From an optimization exercise on the open Yosys and OpenROAD flow, aimed at small area; shortcuts taken in it are not production practice.
Where RTL was checked, it was by simulation tests only, not by an equivalence proof against the original.
The flow treats the clock pin as an ideal source, which a real chip does not have.

==> job 3575: inputs <==
## mcm_chip
module mcm_chip (
	input  logic                               clk,
	input  logic                               rst_n_i,
	input  logic                               spi_clk_i,
	input  logic                               spi_scsn_i,
	input  logic                               spi_mosi_i,
	output logic                               spi_miso_o,
	input  logic [2*4-1:0]        quad_i,
	input  logic [3*4-1:0]        limit_i,
	output logic [4-1:0]          intrpt_o
);
==> flow/config.mk <==
export PLATFORM = sky130hd
export DESIGN_NAME = mcm_chip
export DESIGN_NICKNAME = mcm_chip
export VERILOG_FILES = /design/flow/design.v
export SDC_FILE = /design/flow/constraint.sdc
export NUM_CORES = 4
export LEC_CHECK = 0
export CAP_MARGIN = 0
export CORE_MARGIN = 2
export CORE_UTILIZATION = 60
export HOLD_SLACK_MARGIN = 0
export SLEW_MARGIN = 0
export SYNTH_HIERARCHICAL = 1
==> flow/constraint.sdc <==
create_clock -name core_clock -period 5.0 [get_ports {clk}]
set_input_delay 1.0000 -clock core_clock [delete_from_list [all_inputs] [get_ports {clk}]]
set_output_delay 1.0000 -clock core_clock [all_outputs]
set_load 0.01 [all_outputs]
standard.sh (not shown) runs the stock make flow with config.mk's settings and CLKGATE_MAP_FILE= SYNTH_SCRIPT=/design/flow/synth_recipe.tcl, a recipe that flattens the netlist after the stock synthesis.
==> flow/flow/run.sh <==
#!/bin/bash
# Standard layout with three changes: small port buffers, no CTS dummy
# loads, and a power (area) recovery pass after CTS. make's output goes to
# standard.log; each ORFS step keeps its own log under orfs/logs.
set -euo pipefail
here=$(pwd)
export BUFFER_PORTS_ARGS="-buffer_cell sky130_fd_sc_hd__buf_1"
export CTS_ARGS="-sink_clustering_enable -repair_clock_nets -dont_use_dummy_load -buf_list {sky130_fd_sc_hd__clkbuf_2 sky130_fd_sc_hd__clkbuf_4} -root_buf sky130_fd_sc_hd__clkbuf_4 -sink_clustering_buffer sky130_fd_sc_hd__clkbuf_2 -sink_clustering_size 6 -sink_clustering_max_diameter 30"
export POST_CTS_TCL="$here/flow/post_cts.tcl"
bash standard.sh > standard.log 2>&1
==> flow/flow/post_cts.tcl <==
# after CTS and its timing repair: size down cells that have slack to spare
puts "post_cts: recovering area on paths with slack"
estimate_parasitics -placement
repair_timing -recover_power 100 -verbose
detailed_placement
check_placement -verbose
report_design_area
==> job 644: changes against job 3575 <==
--- a/flow/design.v
+++ b/flow/design.v
@@ -26,29 +26,16 @@
 		logic ul;
 		logic ll;
 		logic index;
 	} limit_pins_t;
 	typedef logic [3-1:0] intrpt_status_t;
 	typedef logic [4-1:0] slot_mask_t;
 endpackage
 `timescale 1ns/1ps
-module spi_sr_bit
-(
-	input  logic load_i,
-	input  logic load_bit_i,
-	input  logic shift_i,
-	input  logic shift_bit_i,
-	input  logic hold_i,
-	input  logic q_i,
-	output logic d_o
-);
-	assign d_o = (load_i & load_bit_i) | (shift_i & shift_bit_i) | (hold_i & q_i);
-endmodule
-`timescale 1ns/1ps
 module quad_cnt_bit_p
 (
 	input  logic q_i,
 	input  logic c_i,
 	input  logic up_i,
 	input  logic load_i,
 	input  logic d_i,
 	output logic d_o,
@@ -70,27 +57,16 @@
 	output logic x_n_o,
 	output logic c_o
 );
 	assign x_n_o = q_i ^ up_i;
 	assign c_o   = ~(c_n_i | x_n_o);
 	assign d_o   = load_i ? d_i : ~(q_i ^ c_n_i);
 endmodule
 `timescale 1ns/1ps
-module reply_sel_bit
-(
-	input  logic [3:0] sel_i,
-	input  logic [3:0] bit_i,
-	input  logic       hold_i,
-	input  logic       q_i,
-	output logic       d_o
-);
-	assign d_o = |(sel_i & bit_i) | (hold_i & q_i);
-endmodule
-`timescale 1ns/1ps
 module mcm_top
 (
 	input  logic        clk,
 	input  logic        rst_n_i,
 	input  logic        spi_clk_i,
 	input  logic        spi_scsn_i,
 	input  logic        spi_mosi_i,
 	output logic        spi_miso_o,
@@ -207,86 +183,50 @@
 		end
 	end
 	always_ff @(posedge clk)
 	begin
 		if (req)
 		begin
 			reply_in_range_q   <= (addr[7:2] == 6'd0);
 			reply_addr_q       <= addr;
-			reply_data_q[2:0]  <= is_req_count ? count_sel_lo :
+			reply_data_q[31:3] <= counts[32*addr[1:0]+3 +: 29];
+			reply_data_q[2:0]  <= is_req_count ? counts[32*addr[1:0] +: 3] :
 				statuses[3*addr[1:0] +: 3];
 		end
 	end
-	logic [3:0]  slot_sel;
-	logic [3:0]  req_sel;
-	logic [2:0]  count_sel_lo;
-	logic [31:3] reply_data_d;
-	for (genvar s = 0; s < 4; s++)
-	begin : g_sel
-		assign slot_sel[s] = (addr[1:0] == 2'(s));
-		assign req_sel[s]  = req && slot_sel[s];
-	end
-	for (genvar i = 3; i < 32; i++)
-	begin : g_count_sel
-		reply_sel_bit i_sel (
-			.sel_i  (req_sel),
-			.bit_i  ({counts[96+i], counts[64+i], counts[32+i], counts[i]}),
-			.hold_i (!req),
-			.q_i    (reply_data_q[i]),
-			.d_o    (reply_data_d[i])
-		);
-	end
-	assign count_sel_lo = counts[32*addr[1:0] +: 3];
-	always_ff @(posedge clk)
-		reply_data_q[31:3] <= reply_data_d;
 	assign reply_addr_ok = reply_c4_q | reply_c2_q;
 	assign reply_hi_ok   = reply_c2_q & reply_in_range_q;
 	assign reply_lo_ok   = reply_addr_ok & reply_in_range_q;
 	assign sr_shift = shift_q && sclk_rise &&
 		(((bit_cnt_q >= 7'd13) && (bit_cnt_q <= 7'd24)) || (bit_cnt_q >= 7'd32));
-	logic [43:0] sr_load;
-	logic [43:0] sr_load_en;
-	logic [43:0] sr_d;
-	logic        sr_shift_only;
-	logic        sr_hold;
-	assign sr_load = {reply_c4_q, reply_c2_q, 1'b0, reply_addr_q, 1'b0, reply_data_q};
-	assign sr_load_en = {{3{frame_start}}, {8{frame_start & reply_addr_ok}}, frame_start,
-		{29{frame_start & reply_hi_ok}}, {3{frame_start & reply_lo_ok}}};
-	assign sr_shift_only = sr_shift & ~frame_start;
-	assign sr_hold       = ~sr_shift & ~frame_start;
-	for (genvar i = 0; i < 44; i++)
-	begin : g_sr
-		spi_sr_bit i_sr_bit (
-			.load_i      (sr_load_en[i]),
-			.load_bit_i  (sr_load[i]),
-			.shift_i     (sr_shift_only),
-			.shift_bit_i ((i == 0) ? mosi_s : sr_q[(i == 0) ? 0 : i-1]),
-			.hold_i      (sr_hold),
-			.q_i         (sr_q[i]),
-			.d_o         (sr_d[i])
-		);
-	end
-	always_ff @(posedge clk)
-		sr_q <= sr_d;
 	always_ff @(posedge clk)
 	begin
 		if (frame_start)
 		begin
+			sr_q      <= {reply_c4_q, reply_c2_q, 1'b0,
+				reply_addr_q & {8{reply_addr_ok}}, 1'b0,
+				reply_data_q[31:3] & {29{reply_hi_ok}},
+				reply_data_q[2:0] & {3{reply_lo_ok}}};
 			lvl0_q    <= pin_sync_q[0];
 			hi_zero_q <= 1'b1;
 		end
-		else if (shift_q && sclk_rise)
+		else
 		begin
-			if (bit_cnt_q == 7'd0)
-				lead_q <= mosi_s;
-			else if (bit_cnt_q[6])
-				lead_q <= sr_q[43];
-			if ((bit_cnt_q >= 7'd1) && (bit_cnt_q <= 7'd12) && mosi_s)
-				hi_zero_q <= 1'b0;
+			if (sr_shift)
+				sr_q <= {sr_q[42:0], mosi_s};
+			if (shift_q && sclk_rise)
+			begin
+				if (bit_cnt_q == 7'd0)
+					lead_q <= mosi_s;
+				else if (bit_cnt_q[6])
+					lead_q <= sr_q[43];
+				if ((bit_cnt_q >= 7'd1) && (bit_cnt_q <= 7'd12) && mosi_s)
+					hi_zero_q <= 1'b0;
+			end
 		end
 	end
 	always_comb
 	begin
 		if (!lvl0_q)
 		begin
 			tx_valid = ((bit_cnt_q >= 7'd13) && (bit_cnt_q <= 7'd23)) ||
 				((bit_cnt_q >= 7'd32) && (bit_cnt_q <= 7'd63));
@@ -309,57 +249,59 @@
 			spi_miso_o <= 1'b0;
 		else if (shift_q && sclk_fall)
 			spi_miso_o <= tx_valid & tx_bit;
 	end
 	for (genvar s = 0; s < 4; s++)
 	begin : g_slot
 		logic [1:0]  q_meta_q;
 		logic [1:0]  q_sync_q;
-		logic        step_up_d;
-		logic        step_dn_d;
+		logic [1:0]  q_prev_q;
 		logic        step_up;
 		logic        step_dn;
 		logic [31:0] count_q;
 		logic [31:0] count_d;
 		logic [31:0] x;
 		logic [32:0] c;
-		logic        lo_all;
+		logic [3:0]  grp_all;
 		logic        load;
 		assign load = slot_hit[s] && is_set_count;
-		always_comb
-		begin
-			step_up_d = 1'b0;
-			step_dn_d = 1'b0;
-			case ({q_sync_q, q_meta_q})
-				4'b0010, 4'b1011, 4'b1101, 4'b0100: step_up_d = 1'b1;
-				4'b0001, 4'b0111, 4'b1110, 4'b1000: step_dn_d = 1'b1;
-				default: step_up_d = 1'b0;
-			endcase
-		end
 		always_ff @(posedge clk or negedge rst_n_i)
 		begin
 			if (!rst_n_i)
 			begin
 				q_meta_q <= '0;
 				q_sync_q <= '0;
-				step_up  <= 1'b0;
-				step_dn  <= 1'b0;
+				q_prev_q <= '0;
 			end
 			else
 			begin
 				q_meta_q <= quad_i[2*s +: 2];
 				q_sync_q <= q_meta_q;
-				step_up  <= step_up_d;
-				step_dn  <= step_dn_d;
+				q_prev_q <= q_sync_q;
 			end
 		end
-		assign lo_all = &x[15:0];
+		always_comb
+		begin
+			step_up = 1'b0;
+			step_dn = 1'b0;
+			case ({q_prev_q, q_sync_q})
+				4'b0010, 4'b1011, 4'b1101, 4'b0100: step_up = 1'b1;
+				4'b0001, 4'b0111, 4'b1110, 4'b1000: step_dn = 1'b1;
+				default: step_up = 1'b0;
+			endcase
+		end
+		for (genvar g = 0; g < 4; g++)
+		begin : g_grp
+			assign grp_all[g] = &x[8*g +: 8];
+		end
 		assign c[0]  = step_up | step_dn;
-		assign c[16] = c[0] & lo_all;
+		assign c[8]  = c[0] & grp_all[0];
+		assign c[16] = c[0] & grp_all[0] & grp_all[1];
+		assign c[24] = c[0] & grp_all[0] & grp_all[1] & grp_all[2];
 		for (genvar i = 0; i < 32; i += 2)
 		begin : g_bit
 			logic c_n_next;
 			logic c_next;
 			logic x_n;
 			quad_cnt_bit_p i_even (
 				.q_i    (count_q[i]),
 				.c_i    (c[i]),
@@ -376,17 +318,17 @@
 				.up_i   (step_up),
 				.load_i (load),
 				.d_i    (data[i+1]),
 				.d_o    (count_d[i+1]),
 				.x_n_o  (x_n),
 				.c_o    (c_next)
 			);
 			assign x[i+1] = ~x_n;
-			if ((i % 16) != 14)
+			if ((i % 8) != 6)
 			begin : g_ripple
 				assign c[i+2] = c_next;
 			end
 		end
 		always_ff @(posedge clk or negedge rst_n_i)
 		begin
 			if (!rst_n_i)
 				count_q <= '0;
==> flow/flow/run.sh (replaced) <==
#!/bin/bash
# standard layout, full log kept here
bash standard.sh > standard.log 2>&1
Settings changed: CAP_MARGIN 0 to 20, CTS_BUF_LIST from default to sky130_fd_sc_hd__clkbuf_8, CTS_CLUSTER_DIAMETER from default to 50, CTS_CLUSTER_SIZE from default to 18, SLEW_MARGIN 0 to 20.
removed: flow/flow/post_cts.tcl
==> comparison table <==
metric	job 3575	job 644
Number of gates on the worst path with buffers counted	22	17
Met2 wire length	15.6 mm	14.2 mm
Number of clock buffers in the layout	75	40
Core Footprint	0.0242 mm^2	0.0253 mm^2
Average size of a mapped cell	10.6 um^2	11.7 um^2
Worst reg2reg path startpoint	i_mcm_top.g_slot[2].step_up$_DFF_PN0_	i_mcm_top.g_slot[0].q_sync_q[0]$_DFF_PN0_
Detailed Routing Iterations Pass 1	6	5
Inverters	65	17
Result of the run	finished clean	finished clean
Die Width	161 um	164 um
Wire length per cell after detailed routing	18.5 um	18.9 um
End-of-flow core utilization	65.3%	67.4%
Worst hold margin	199 ps	351 ps
N_taps	324	330
Max_slew headroom	8.97%	37.0%
Number of signal-net buffers in the layout	56	47
Total placed instance area	0.0154 mm^2	0.0162 mm^2
Endpoint of the lowest-slack register-to-register path	i_mcm_top.g_slot[2].count_q[31]$_DFF_PN0_	i_mcm_top.g_slot[0].count_q[31]$_DFF_PN0_
Post-Syn Instances	1,395	1,317
Buffer share of cell area	2.41%	2.60%
No functional check of the RTL was part of job 644.

-- afterwards: timing with drivers on the ports --
In the flow no input, the clock included, has a driving cell. The finished layouts below were timed again as built, in two steps. Step 1 sets driving cells, clkbuf_16 on the clock port and buf_2 on the other inputs (assumed; they add their load-dependent delay and slew). Step 2 moves the port delays by t, midway between the first and last clock arrival at a register: inputs arrive t later, outputs are due t later. That takes back most of the time a late clock gives input paths. Three values: no drivers, after step 1, after step 2; two values: the first two.
run | shift t [ns] | setup slack, ns | worst setup path at the end | clock arrival spread, ns | worst slew at a driven data input, ns
job 3575 | 0.684 | 0.497 / 0.497 / 0.497 | register to register | 0.104 / 0.104 | 0.03
job 644 | 0.588 | 0.965 / 0.965 / 0.965 | register to register | 0.032 / 0.032 | 0.05
After both steps every run listed still meets setup and hold.
